What follows belongs to an exercise in optimizing a design on an open flow for small area, a short achievable clock period and few clock cycles per item; a production flow would make more cautious choices.
RTL that was checked went through simulation tests only; none was proved equivalent to the original.
Power is estimated from default activity; no workload was simulated.

== alpha ==
// cave_automaton_5x5_step_top
module cave_automaton_5x5_step_top #(
  parameter int MAX_WIDTH = 64
) (
  input  wire logic                          clk,
  input  wire logic                          rst_n,
  input  wire logic                          in_valid,
  output logic                               in_stall,
  input  wire logic [MAX_WIDTH-1:0]          in_source_cells,
  output logic                               out_valid,
  input  wire logic                          out_stall,
  output logic      [MAX_WIDTH-1:0]          out_result_cells,
  output logic      [cave5_pkg::HeightW-1:0] out_line_index,
  output logic                               out_last_line,
  input  wire logic                          psel,
  input  wire logic                          penable,
  input  wire logic                          pwrite,
  input  wire logic [cave5_pkg::AddrW-1:0]   paddr,
  input  wire logic [cave5_pkg::DataW-1:0]   pwdata,
  output logic      [cave5_pkg::DataW-1:0]   prdata,
  output logic                               pready
);
==> flow/config.mk <==
export PLATFORM = sky130hd
export DESIGN_NAME = cave_automaton_5x5_step_top
export DESIGN_NICKNAME = cave_automaton_5x5_step_top
export VERILOG_FILES = /design/flow/design.v
export SDC_FILE = /design/flow/constraint.sdc
export NUM_CORES = 4
export LEC_CHECK = 0
export ABC_CLOCK_PERIOD_IN_PS = 3000
export CAP_MARGIN = 20
export CORE_MARGIN = 2
export CORE_UTILIZATION = 60
export SETUP_SLACK_MARGIN = 4.5
export SLEW_MARGIN = 20
export SYNTH_HIERARCHICAL = 1
export SYNTH_MINIMUM_KEEP_SIZE = 0
==> flow/constraint.sdc <==
create_clock -name core_clock -period 8.0 [get_ports {clk}]
set_input_delay 1.6000 -clock core_clock [delete_from_list [all_inputs] [get_ports {clk}]]
set_output_delay 1.6000 -clock core_clock [all_outputs]
set_load 0.01 [all_outputs]
run.sh (not shown) runs the stock make flow with config.mk's settings and CLKGATE_MAP_FILE= SYNTH_SCRIPT=/design/flow/synth_recipe.tcl, a recipe that flattens the netlist after the stock synthesis.
diff inputs: alpha => beta
# alpha
export LEC_CHECK = 0
export ABC_CLOCK_PERIOD_IN_PS = 3000
export CAP_MARGIN = 20
export CORE_MARGIN = 2
export CORE_UTILIZATION = 60
export SETUP_SLACK_MARGIN = 4.5
export SLEW_MARGIN = 20
export SYNTH_HIERARCHICAL = 1
export SYNTH_MINIMUM_KEEP_SIZE = 0
create_clock -name core_clock -period 8.0 [get_ports {clk}]
# beta
export LEC_CHECK = 0
export ABC_CLOCK_PERIOD_IN_PS = 3000
export CAP_MARGIN = 20
export CORE_MARGIN = 2
export CORE_UTILIZATION = 40
export SETUP_SLACK_MARGIN = 4.5
export SLEW_MARGIN = 20
export SYNTH_HIERARCHICAL = 1
export SYNTH_MINIMUM_KEEP_SIZE = 0
create_clock -name core_clock -period 8.0 [get_ports {clk}]
Notes after the runs:
- Number of combinational gates with multiple inputs essentially unchanged between beta and alpha.
- Route | beta vs alpha | wire shorter in beta
- Diff alpha -> beta | layout overhead on the synthesized area | increase of 1.5 points
- Looking only at delay of the slowest cell on the worst path, and setting everything else aside, the higher value of beta and alpha goes to alpha.
Function was not checked in any run of this note: the RTL went through the layout flow alone.

* * *

cave_automaton_5x5_step_top, a different RTL version from the one above (not shown whole).
Size: about 220 I/O pins.
Design cave_automaton_5x5_step_top, start of the top module:
module cave_automaton_5x5_step_top #(
  parameter int MAX_WIDTH = 64
) (
  input  wire logic                          clk,
  input  wire logic                          rst_n,
  input  wire logic                          in_valid,
  output logic                               in_stall,
  input  wire logic [MAX_WIDTH-1:0]          in_source_cells,
  output logic                               out_valid,
  input  wire logic                          out_stall,
  output logic      [MAX_WIDTH-1:0]          out_result_cells,
  output logic      [cave5_pkg::HeightW-1:0] out_line_index,
  output logic                               out_last_line,
  input  wire logic                          psel,
  input  wire logic                          penable,
  input  wire logic                          pwrite,
  input  wire logic [cave5_pkg::AddrW-1:0]   paddr,
  input  wire logic [cave5_pkg::DataW-1:0]   pwdata,
  output logic      [cave5_pkg::DataW-1:0]   prdata,
  output logic                               pready
);
clock: 8.0 ns
lec_check: 0
abc_clock_period_in_ps: 3000
cap_margin: 20
core_margin: 2
core_utilization: 50
setup_slack_margin: 4.7
slew_margin: 20
synth_hierarchical: 1
synth_minimum_keep_size: 0
tns_end_percent: 10
The first run reached the layout checks and failed them: capacitance limit, slew limit.
Testbench counts at the start, summed over its fixed seeds: cycles 5,012, lines 4,820.
Next try:
Settings changed: CORE_UTILIZATION 50 to 55, SETUP_SLACK_MARGIN 4.7 to 4.5, TNS_END_PERCENT 10 to not set.
This time the run finished clean.
Wire length barely changes.
Global-route usage is higher by 3.4 points.
Maximum frequency is lower slightly.
Design area is lower by a few percent.
Utilization went up by 3.6 points.
Next try:
Settings changed: ABC_CLOCK_PERIOD_IN_PS 3000 to not set, CORE_UTILIZATION 55 to 50, SETUP_SLACK_MARGIN 4.5 to 4.7, TNS_END_PERCENT set to 10.
=> With this change the flow completed and failed the layout checks on capacitance limit, slew limit; design area grows by a few percent; global-route usage decreases by 3.4 points; power came out higher by a few percent; hold slack stays flat; final cell count goes up by a few percent.
Next try:
Settings changed: ABC_CLOCK_PERIOD_IN_PS set to 3000, CORE_UTILIZATION 50 to 55, SETUP_SLACK_MARGIN 4.7 to 4.6, TNS_END_PERCENT 10 to not set.
Now the flow produced a clean layout.
Setup slack gains 0.0064 ns.
Core utilization went up by 4.8 points.
Wire length barely changes.

* * *

== v6 ==
cave_automaton_5x5_step_top, a different RTL version from the one above (not shown whole).
Size in the first run: ~4900 cells after synthesis, about 220 I/O pins, about 52000 µm² of cells after synthesis.
==> flow/config.mk <==
export PLATFORM = sky130hd
export DESIGN_NAME = cave_automaton_5x5_step_top
export DESIGN_NICKNAME = cave_automaton_5x5_step_top
export VERILOG_FILES = /design/flow/design.v
export SDC_FILE = /design/flow/constraint.sdc
export NUM_CORES = 4
export LEC_CHECK = 0
export ABC_CLOCK_PERIOD_IN_PS = 3000
export CAP_MARGIN = 20
export CORE_MARGIN = 2
export CORE_UTILIZATION = 40
export SETUP_SLACK_MARGIN = 4.5
export SLEW_MARGIN = 20
==> flow/constraint.sdc <==
create_clock -name core_clock -period 8.0 [get_ports {clk}]
set_input_delay 1.6000 -clock core_clock [delete_from_list [all_inputs] [get_ports {clk}]]
set_output_delay 1.6000 -clock core_clock [all_outputs]
set_load 0.01 [all_outputs]
Edits applied to the flow inputs when going from v6 to v7:
Settings: clearing SETUP_SLACK_MARGIN, which used to be 4.5; clearing ABC_CLOCK_PERIOD_IN_PS, which used to be 3000.
[summary]
Summary of v7 over v6: hold slack shrank by 0.014 ns, number of buffers inserted during clock tree synthesis shrank by about 1.5%, net switching share of the total power held steady.
No run of this note included a check of the RTL's function; only the layout flow was run.

* * *

== run B ==
cave_automaton_5x5_step_top, a different RTL version from the one above (not shown whole).
Size in the first run: ~530 flip-flops, ~47000 um2 of cells after synthesis.
==> flow/config.mk <==
export PLATFORM = sky130hd
export DESIGN_NAME = cave_automaton_5x5_step_top
export DESIGN_NICKNAME = cave_automaton_5x5_step_top
export VERILOG_FILES = /design/flow/design.v
export SDC_FILE = /design/flow/constraint.sdc
export NUM_CORES = 4
export LEC_CHECK = 0
export ABC_CLOCK_PERIOD_IN_PS = 3000
export CAP_MARGIN = 20
export CORE_MARGIN = 2
export CORE_UTILIZATION = 40
export SETUP_SLACK_MARGIN = 5.0
export SLEW_MARGIN = 20
export SYNTH_HIERARCHICAL = 1
export SYNTH_MINIMUM_KEEP_SIZE = 0
export TNS_END_PERCENT = 30
==> flow/constraint.sdc <==
create_clock -name core_clock -period 8.0 [get_ports {clk}]
set_input_delay 1.6000 -clock core_clock [delete_from_list [all_inputs] [get_ports {clk}]]
set_output_delay 1.6000 -clock core_clock [all_outputs]
set_load 0.01 [all_outputs]
Testbench counts of run B, summed over its fixed seeds: cycles 5,012, lines 4,820.
## Diff of input files: run Z against run B
Settings: swapping 5.0 for 4.5 in SETUP_SLACK_MARGIN; clearing TNS_END_PERCENT, which used to be 30.
### Flow results
- Run Z went all the way through the flow, and no timing, DRC or antenna check failed.
- Between run B and run Z, switching power as a share of total power decreased.
- Routability congestion estimate from global placement: run B and run Z compared, lower one is run Z
- Between run B and run Z, the flow reports count of clock-buffer cells in the layout decreasing by a few percent.
- Run Z -> run B: site row count delta 0, exact match
- Slew at the pin closest to its max-slew limit on run Z is up relative to run B.
- Comparing run B and run Z, the lower critical path required time was measured on run Z.
- Run Z ends up with a setup slack after layout that is 0.11 ns lower than in run B.
- Run Z — routed wire length about 8% lower, run B as reference
- Number of logic inverters in the finished layout, run B and run Z: larger value in run Z
- Measured against each other, run B and run Z differ in share of power burned in combinational logic, the higher figure coming from run B.

* * *

main:
Another version of the RTL of cave_automaton_5x5_step_top (not shown whole).
For scale: roughly 4,200 cells after synthesis.
// cave_automaton_5x5_step_top
module cave_automaton_5x5_step_top #(
  parameter int MAX_WIDTH = 64
) (
  input  wire logic                          clk,
  input  wire logic                          rst_n,
  input  wire logic                          in_valid,
  output logic                               in_stall,
  input  wire logic [MAX_WIDTH-1:0]          in_source_cells,
  output logic                               out_valid,
  input  wire logic                          out_stall,
  output logic      [MAX_WIDTH-1:0]          out_result_cells,
  output logic      [cave5_pkg::HeightW-1:0] out_line_index,
  output logic                               out_last_line,
  input  wire logic                          psel,
  input  wire logic                          penable,
  input  wire logic                          pwrite,
  input  wire logic [cave5_pkg::AddrW-1:0]   paddr,
  input  wire logic [cave5_pkg::DataW-1:0]   pwdata,
  output logic      [cave5_pkg::DataW-1:0]   prdata,
  output logic                               pready
);
==> flow/config.mk <==
export PLATFORM = sky130hd
export DESIGN_NAME = cave_automaton_5x5_step_top
export DESIGN_NICKNAME = cave_automaton_5x5_step_top
export VERILOG_FILES = /design/flow/design.v
export SDC_FILE = /design/flow/constraint.sdc
export NUM_CORES = 4
export LEC_CHECK = 0
export ABC_CLOCK_PERIOD_IN_PS = 3000
export CAP_MARGIN = 20
export CORE_MARGIN = 2
export CORE_UTILIZATION = 55
export SETUP_SLACK_MARGIN = 4.6
export SLEW_MARGIN = 20
export SYNTH_HIERARCHICAL = 1
export SYNTH_MINIMUM_KEEP_SIZE = 0
==> flow/constraint.sdc <==
create_clock -name core_clock -period 8.0 [get_ports {clk}]
set_input_delay 1.6000 -clock core_clock [delete_from_list [all_inputs] [get_ports {clk}]]
set_output_delay 1.6000 -clock core_clock [all_outputs]
set_load 0.01 [all_outputs]
Status main: flow complete, layout not clean - capacitance limit, slew limit
The inputs of the feature branch differ from those of main as listed below.
Settings: changing SETUP_SLACK_MARGIN from 4.6 to 4.8.
## What came out
The feature branch: flow completed, timing, DRC and antenna clean. The feature branch against main: routed wire length moved up; wire length of the first global-routing pass grew by 3.1%. Final cycle utilization of the critical path | the feature branch above main. Compared with main, in the feature branch worst hold slack about even, sequential share of layout area fell 0.55 points, clock network power share fell 2.0 points, setup slack fell 0.064 ns. Of the feature branch and main, it is the feature branch that has the lower count of max-cap constraint violations. Number of detailed-route iterations in the first pass: the feature branch vs main down 3.
Function was not checked in any run of this note: the RTL went through the layout flow alone.

static timing again, ports no longer ideal:
In the flow no input, the clock included, has a driving cell. The finished layouts below were timed again as built, in two steps. Step 1 sets driving cells, clkbuf_16 on the clock port and buf_2 on the other inputs (assumed; they add their load-dependent delay and slew). Step 2 times the ports against the registers' clock, not the clock port: input delays grow and output delays shrink by t, the midpoint of the rising clock arrivals with the driver on. a / b / c = ideal ports / drivers / drivers and shift; a / b = the first two.
| run | shift t [ns] | slack for setup (ns) | latest minus earliest clock arrival (ns) | cell pins on the clock port's net |
|---|---|---|---|---|
| alpha | 0.706 | 4.527 / 4.522 / 3.934 | 0.029 / 0.029 | 1 |
| beta | 0.742 | 4.536 / 4.522 / 3.847 | 0.018 / 0.018 | 1 |
| the first run of note 2 | 0.689 | 4.566 / 4.539 / 3.850 | 0.037 / 0.037 | 1 |
| the second run of note 2 | 0.682 | 4.496 / 4.496 / 3.847 | 0.025 / 0.025 | 1 |
| the third run of note 2 | 0.689 | 4.566 / 4.539 / 3.850 | 0.037 / 0.037 | 1 |
| the fourth run of note 2 | 0.708 | 4.572 / 4.572 / 3.936 | 0.044 / 0.044 | 1 |
| v6 | 0.740 | 2.311 / 2.311 / 2.311 | 0.043 / 0.043 | 1 |
| v7 | 0.762 | 1.231 / 1.231 / 1.231 | 0.039 / 0.039 | 1 |
| run B | 0.710 | 4.644 / 4.634 / 3.924 | 0.029 / 0.029 | 1 |
| run Z | 0.703 | 4.534 / 4.531 / 3.828 | 0.034 / 0.034 | 1 |
| main | 0.700 | 4.454 / 4.454 / 3.982 | 0.022 / 0.022 | 1 |
| the feature branch | 0.735 | 4.390 / 4.390 / 4.145 | 0.036 / 0.036 | 1 |
For run B, which loses most, drivers alone change the setup slack by -0.010 ns; drivers and shift together by -0.720 ns.
